Context: an optimization exercise on an open-source flow, tuned for small area. The choices shown serve that exercise and are no tape-out recipe.
Only simulation tests tie the RTL to the original design; equivalence was not proved.

==> design/flow/design.v <==
module secure_xfer_engine #(
    parameter int               DATA_W      = 32,
    parameter int               ADDR_W      = 10,
    parameter int               KEY_W       = 16,
    parameter logic [KEY_W-1:0] KEY_VAL     = 16'h0032,
    parameter int               ADDR_THRESH = 128,
    parameter int               MAX_FAIL    = 3,
    parameter int               LOCK_CYCLES = 16
) (
    input  logic              clk,
    input  logic              rst,
    input  logic              wr_valid,
    input  logic [KEY_W-1:0]  wr_key,
    input  logic [ADDR_W-1:0] wr_addr,
    input  logic [DATA_W-1:0] wr_data,
    output logic              wr_ready,
    output logic              mem_valid,
    output logic [DATA_W-1:0] mem_data,
    input  logic              mem_ready,
    input  logic              rd_valid,
    input  logic [KEY_W-1:0]  rd_key,
    input  logic [ADDR_W-1:0] rd_addr,
    input  logic [DATA_W-1:0] rd_data,
    output logic              rd_ready,
    output logic              reg_valid,
    output logic [DATA_W-1:0] reg_data,
    input  logic              reg_ready,
    output logic        locked,
    output logic [1:0]  key_err,
    output logic [15:0] acc_cnt,
    output logic [15:0] rej_cnt
);
    localparam logic [ADDR_W-1:0] THRESH   = ADDR_W'(ADDR_THRESH);
    localparam int                FAIL_W   = $clog2(MAX_FAIL + 1);
    localparam logic [FAIL_W:0]   FAIL_MAX = (FAIL_W + 1)'(MAX_FAIL);
    localparam int                TMR_W    = (LOCK_CYCLES > 1) ? $clog2(LOCK_CYCLES) : 1;
    localparam logic [TMR_W-1:0]  TMR_LOAD = TMR_W'(LOCK_CYCLES - 1);
    typedef enum logic {OPEN, LOCKED} state_t;
    state_t            state;
    logic [FAIL_W-1:0] fail_cnt;
    logic [TMR_W-1:0]  lock_tmr;
    logic       wr_fire, rd_fire;
    logic       wr_good, wr_bad, rd_good, rd_bad;
    logic [1:0] n_bad;
    logic [FAIL_W:0] fail_sum, fail_sat;
    function automatic logic [DATA_W-1:0] wr_xform(input logic [DATA_W-1:0] d);
        logic [DATA_W-1:0] t;
        t = d - DATA_W'(3);
        wr_xform = (t * t + DATA_W'(9)) * DATA_W'(3);
    endfunction
    function automatic logic [DATA_W-1:0] rd_xform(input logic [DATA_W-1:0] d);
        logic [DATA_W-1:0] t;
        t = (d / DATA_W'(3)) - DATA_W'(9);
        rd_xform = ~(t * t + DATA_W'(3));
    endfunction
    assign wr_ready = !locked && (!mem_valid || mem_ready);
    assign rd_ready = !locked && (!reg_valid || reg_ready);
    assign wr_fire = wr_valid && wr_ready;
    assign rd_fire = rd_valid && rd_ready;
    assign wr_good = wr_fire && (wr_key == KEY_VAL);
    assign wr_bad  = wr_fire && (wr_key != KEY_VAL);
    assign rd_good = rd_fire && (rd_key == KEY_VAL);
    assign rd_bad  = rd_fire && (rd_key != KEY_VAL);
    assign n_bad    = {1'b0, wr_bad} + {1'b0, rd_bad};
    assign fail_sum = {1'b0, fail_cnt} + (FAIL_W + 1)'(n_bad);
    assign fail_sat = (fail_sum >= FAIL_MAX) ? FAIL_MAX : fail_sum;
    always_ff @(posedge clk or posedge rst) begin
        if (rst) begin
            state    <= OPEN;
            fail_cnt <= '0;
            lock_tmr <= '0;
            locked   <= 1'b0;
        end else begin
            case (state)
                OPEN: begin
                    if (n_bad != 2'd0) begin
                        fail_cnt <= fail_sat[FAIL_W-1:0];
                        if (fail_sat == FAIL_MAX) begin
                            state    <= LOCKED;
                            locked   <= 1'b1;
                            lock_tmr <= TMR_LOAD;
                        end
                    end else if (wr_good || rd_good) begin
                        fail_cnt <= '0;
                    end
                end
                LOCKED: begin
                    if (lock_tmr == '0) begin
                        state    <= OPEN;
                        locked   <= 1'b0;
                        fail_cnt <= '0;
                    end else begin
                        lock_tmr <= lock_tmr - 1'b1;
                    end
                end
                default: begin
                    state  <= OPEN;
                    locked <= 1'b0;
                end
            endcase
        end
    end
    always_ff @(posedge clk or posedge rst) begin
        if (rst) begin
            mem_valid <= 1'b0;
            mem_data  <= '0;
        end else if (wr_good) begin
            mem_valid <= 1'b1;
            mem_data  <= (wr_addr > THRESH) ? wr_xform(wr_data) : wr_data;
        end else if (mem_ready) begin
            mem_valid <= 1'b0;
        end
    end
    always_ff @(posedge clk or posedge rst) begin
        if (rst) begin
            reg_valid <= 1'b0;
            reg_data  <= '0;
        end else if (rd_good) begin
            reg_valid <= 1'b1;
            reg_data  <= (rd_addr > THRESH) ? rd_xform(rd_data) : rd_data;
        end else if (reg_ready) begin
            reg_valid <= 1'b0;
        end
    end
    always_ff @(posedge clk or posedge rst) begin
        if (rst) key_err <= 2'b00;
        else     key_err <= {rd_bad, wr_bad};
    end
    logic [1:0]  n_good;
    logic [16:0] acc_sum, rej_sum;
    assign n_good  = {1'b0, wr_good} + {1'b0, rd_good};
    assign acc_sum = {1'b0, acc_cnt} + 17'(n_good);
    assign rej_sum = {1'b0, rej_cnt} + 17'(n_bad);
    always_ff @(posedge clk or posedge rst) begin
        if (rst) begin
            acc_cnt <= '0;
            rej_cnt <= '0;
        end else begin
            acc_cnt <= acc_sum[16] ? 16'hFFFF : acc_sum[15:0];
            rej_cnt <= rej_sum[16] ? 16'hFFFF : rej_sum[15:0];
        end
    end
endmodule
==> design/flow/run.sh <==
#!/bin/bash
# synth_recipe.tcl (not shown) runs the flow's synth.tcl, then flattens the netlist and writes it again
# the make line also repeats each setting of config.mk as NAME=value (left out here)
make -C /OpenROAD-flow-scripts/flow DESIGN_CONFIG=/design/flow/config.mk WORK_HOME=/design/flow/orfs CLKGATE_MAP_FILE= SYNTH_SCRIPT=/design/flow/synth_recipe.tcl finish
==> design/flow/config.mk <==
export PLATFORM = sky130hd
export DESIGN_NAME = secure_xfer_engine
export DESIGN_NICKNAME = secure_xfer_engine
export VERILOG_FILES = /design/flow/design.v
export SDC_FILE = /design/flow/constraint.sdc
export NUM_CORES = 4
export LEC_CHECK = 0
export CAP_MARGIN = 20
export CORE_MARGIN = 2
export CORE_UTILIZATION = 40
export SLEW_MARGIN = 20
==> design/flow/constraint.sdc <==
create_clock -name core_clock -period 30.0 [get_ports {clk}]
set_input_delay 6.0000 -clock core_clock [delete_from_list [all_inputs] [get_ports {clk}]]
set_output_delay 6.0000 -clock core_clock [all_outputs]
set_load 0.01 [all_outputs]
==> results.txt <==
[per-layer routing]
metal  global-route usage (%)  vias up
met4                     4.70        0
met3                     3.40      110
li1                         -    13600
met2                     37.7      834
met1                     30.5    14500
met5                        0        -
[stage by stage]
step           setup WS [ns]  cells  util (%)  cell area [um2]
2_1_floorplan           8.25   4343         -            37000
3_3_place_gp            3.69   5658      44.3            40600
3_5_place_dp            3.16   5658      44.3            40600
4_1_cts                 3.59   5674      44.7            40900
5_1_grt                 1.87   5674      44.7            41000
6_report                3.51   5674      44.7            41000
[kinds of logic after synthesis]
family | Yosys count
xor gates and xnor gates | 198
and+or+nand+nor | 1241
adders and majority gates | 1028
buffers and inverters | 1174
muxes | 12
AOI/OAI and AO/OA | 582
DFF | 108
[area by class of cell]
class	instances	area, um2	area share, %
Tap cell	1186	1480	3.62
Timing Repair Buffer	278	2650	6.47
Multi-Input combinational cell	3061	29900	73.1
Sequential cell	108	2700	6.60
Clock buffer	9	225	0.550
Inverter	1025	3850	9.40
Clock inverter	7	103	0.251
[state kept, by name (all words and copies together), names as in the netlist, 2 cells and up]
signal	cells
reg_data	32
mem_data	32
lock_tmr	4
fail_cnt	2
rej_cnt	16
key_err	2
acc_cnt	16
[worst register-to-register path: cells and delay by family (launching register included)]
kind | cells | cell delay [ns]
simple gates | 8 | 1.72
fa+ha+maj | 3 | 0.93
flops | 1 | 0.45
compound gates | 1 | 0.23
buf+inv | 2 | 0.12
[cell usage after synthesis, drive strengths merged (11+ instances only)]
cell type	n
nor4	22
nand2b	70
a21o	22
nand4	19
a31oi	20
ha	288
or2	55
nor2	459
fa	739
nand3	54
nand2	395
a21boi	17
o22ai	14
o31ai	17
xor2	52
and3	23
nor3	48
and2	18
xnor2	146
o21a	11
clkbuf	125
a211oi	20
a21oi	149
buf	24
dfrtp	108
o21ai	187
inv	1017
or3	22
nor2b	17
[worst paths after layout]
check / start / end / slack, ns / depth (start not counted)
min reg2reg: mem_data[7] / mem_data[7] / 0.48 / 2
min in group asynchronous: rst / mem_data[28] / 6.11 / 2
max: rd_data[29] / reg_data[31] / 3.51 / 73
max reg2reg: locked / rej_cnt[11] / 26.48 / 14
min: mem_data[7] / mem_data[7] / 0.48 / 2
max in group asynchronous: rst / acc_cnt[1] / 22.71 / 3
==> results.ini <==
[grt]
antenna_found_initial = 0
grt_first_pass_wirelength_um = 166000
track_usage_pct = 22.4
grt_pass1_vias = 30700
gr-total-overflow = 0
grt_max_degree = 69

[yosys]
synthArstFlopShare_pct = 100
seq_area_frac_synth_pct = 7.30
muxShareOfSynthArea_pct = 0.335
ys.flop_type = dfrtp_1
yosysTopAreaCell = fa_1
synth-seq-cells = 108
syn_area_um2 = 37000
synth_top_area_share_pct = 40.0
avgSynthCellArea_um2 = 8.52
synth_top_family_by_area = adder cells
synth.area.top_cells = fa_1, inv_1, ha_1
synthSimpleGateAreaFrac_pct = 15.4
synth_xor_area_share_pct = 4.73
synth_fp_nets = 5492
syn_inst = 4343
synth_compound_area_share_pct = 10.5
synth-edff-count = 0
yosys_warnings = 1
synth_fa_ha_area_share_pct = 49.7
synth_cell_types = 111

[finish]
synthToLayoutAreaGrowth_pct = 10.6
antennaDiodeCount = 0
fillers = 9137
final_cell_mix = inv_1, fa_1, nor2_1, nand2_1, ha_1
nNetsFinal = 5632
final_common_cell = inv_1
drive_gt1_share_pct = 4.08

[die]
start_util_pct = 40.4
die_w_um = 308
coreArea_um2 = 91700
dieArea_um2 = 95000
io_pins = 225
die_h_um = 308
rows = 111

[setup_path]
critical_path_class = primary input to flip-flop
critPathCaptureType = flip-flop
worstPathArrival_ns = 26.81
crit_buf_inv = 12
crit_family = compound AO/OA/AOI/OAI gates
cp_data_required_time_ns = 30.32
path_common_cell = o21ai_0
worstSetupStartpointType = primary input
cp_slowest_cell = clkdlybuf4s50_1
worstPathMaxFanout = 35
worst_path_largest_cell_delay_ns = 0.92

[detailed_routing]
dr.pass1.iters = 5
drtIter0Drc = 1971
vias_per_cell = 5.12
post-route-drc-count = 0
drt-total-wl_um = 102000
wl_met3_um = 6090
antenna_left = 0
m1WireLength_um = 45000
num_vias = 29100
wl_per_cell_um = 18.0
wl_met2_um = 48900
topRoutingLayerUsed = met4

[timing]
setup_viol = 0
fin_crit_ns = 26.49
setup_tns_ns = 0
worst_hold_slack_ns = 0.479
fmax_mhz = 37.8
slew_headroom_pct = 25.7
skew_ns = 0.0273
rsz0062_at_grt = false
post-route-period-util_pct = 88.3
slew_viol_final = 0
hold_viol = 0
worstMarginPinSlew_ns = 1.11

[clocking]
tritoncts = built
post_cts_buffers = 0
numCtsBuffers = 9
path_clk_slew_ns = 0.11
cts-root-buf = clkbuf_16
insertion_delay_ns = 0.44
cts.sinks = 108
h-tree-depth = 3
clk_path_buf_depth = 2
cts_hold_buf = 0
cts.repair.resized = 0

[placement]
gp_congestion = 0.903
numPortBuffers = 224
dp_hpwl_um = 84900

[worst_hold_path]
hp-class = flip-flop to flip-flop

[flow_run]
maxCapViolCount = 0

[status]
status = timing/DRC/antenna clean

afterwards: timing with drivers on the ports:
Ports are ideal in the flow. The routed layout listed here was re-timed in OpenROAD.
Step 1 (the two cells are an assumption about what drives the block):
set clk [get_ports {clk}]
set_driving_cell -lib_cell sky130_fd_sc_hd__clkbuf_16 $clk
set_driving_cell -lib_cell sky130_fd_sc_hd__buf_2 [delete_from_list [all_inputs] $clk]
Step 2 also shifts input and output timing later by t, the mid clock arrival at the registers, as if the neighbouring blocks saw the same clock.
Three values: no drivers, after step 1, after step 2; two values: the first two.
shift t [ns]: 0.493
setup WS [ns]: 3.514 / 3.555 / 3.061
clock arrival spread, ns: 0.029 / 0.029
worst slew at a driven data input, ns: 0.07
After both steps this run still meets setup and hold. For this run, drivers alone change the setup slack by +0.041 ns; drivers and shift together by -0.453 ns.
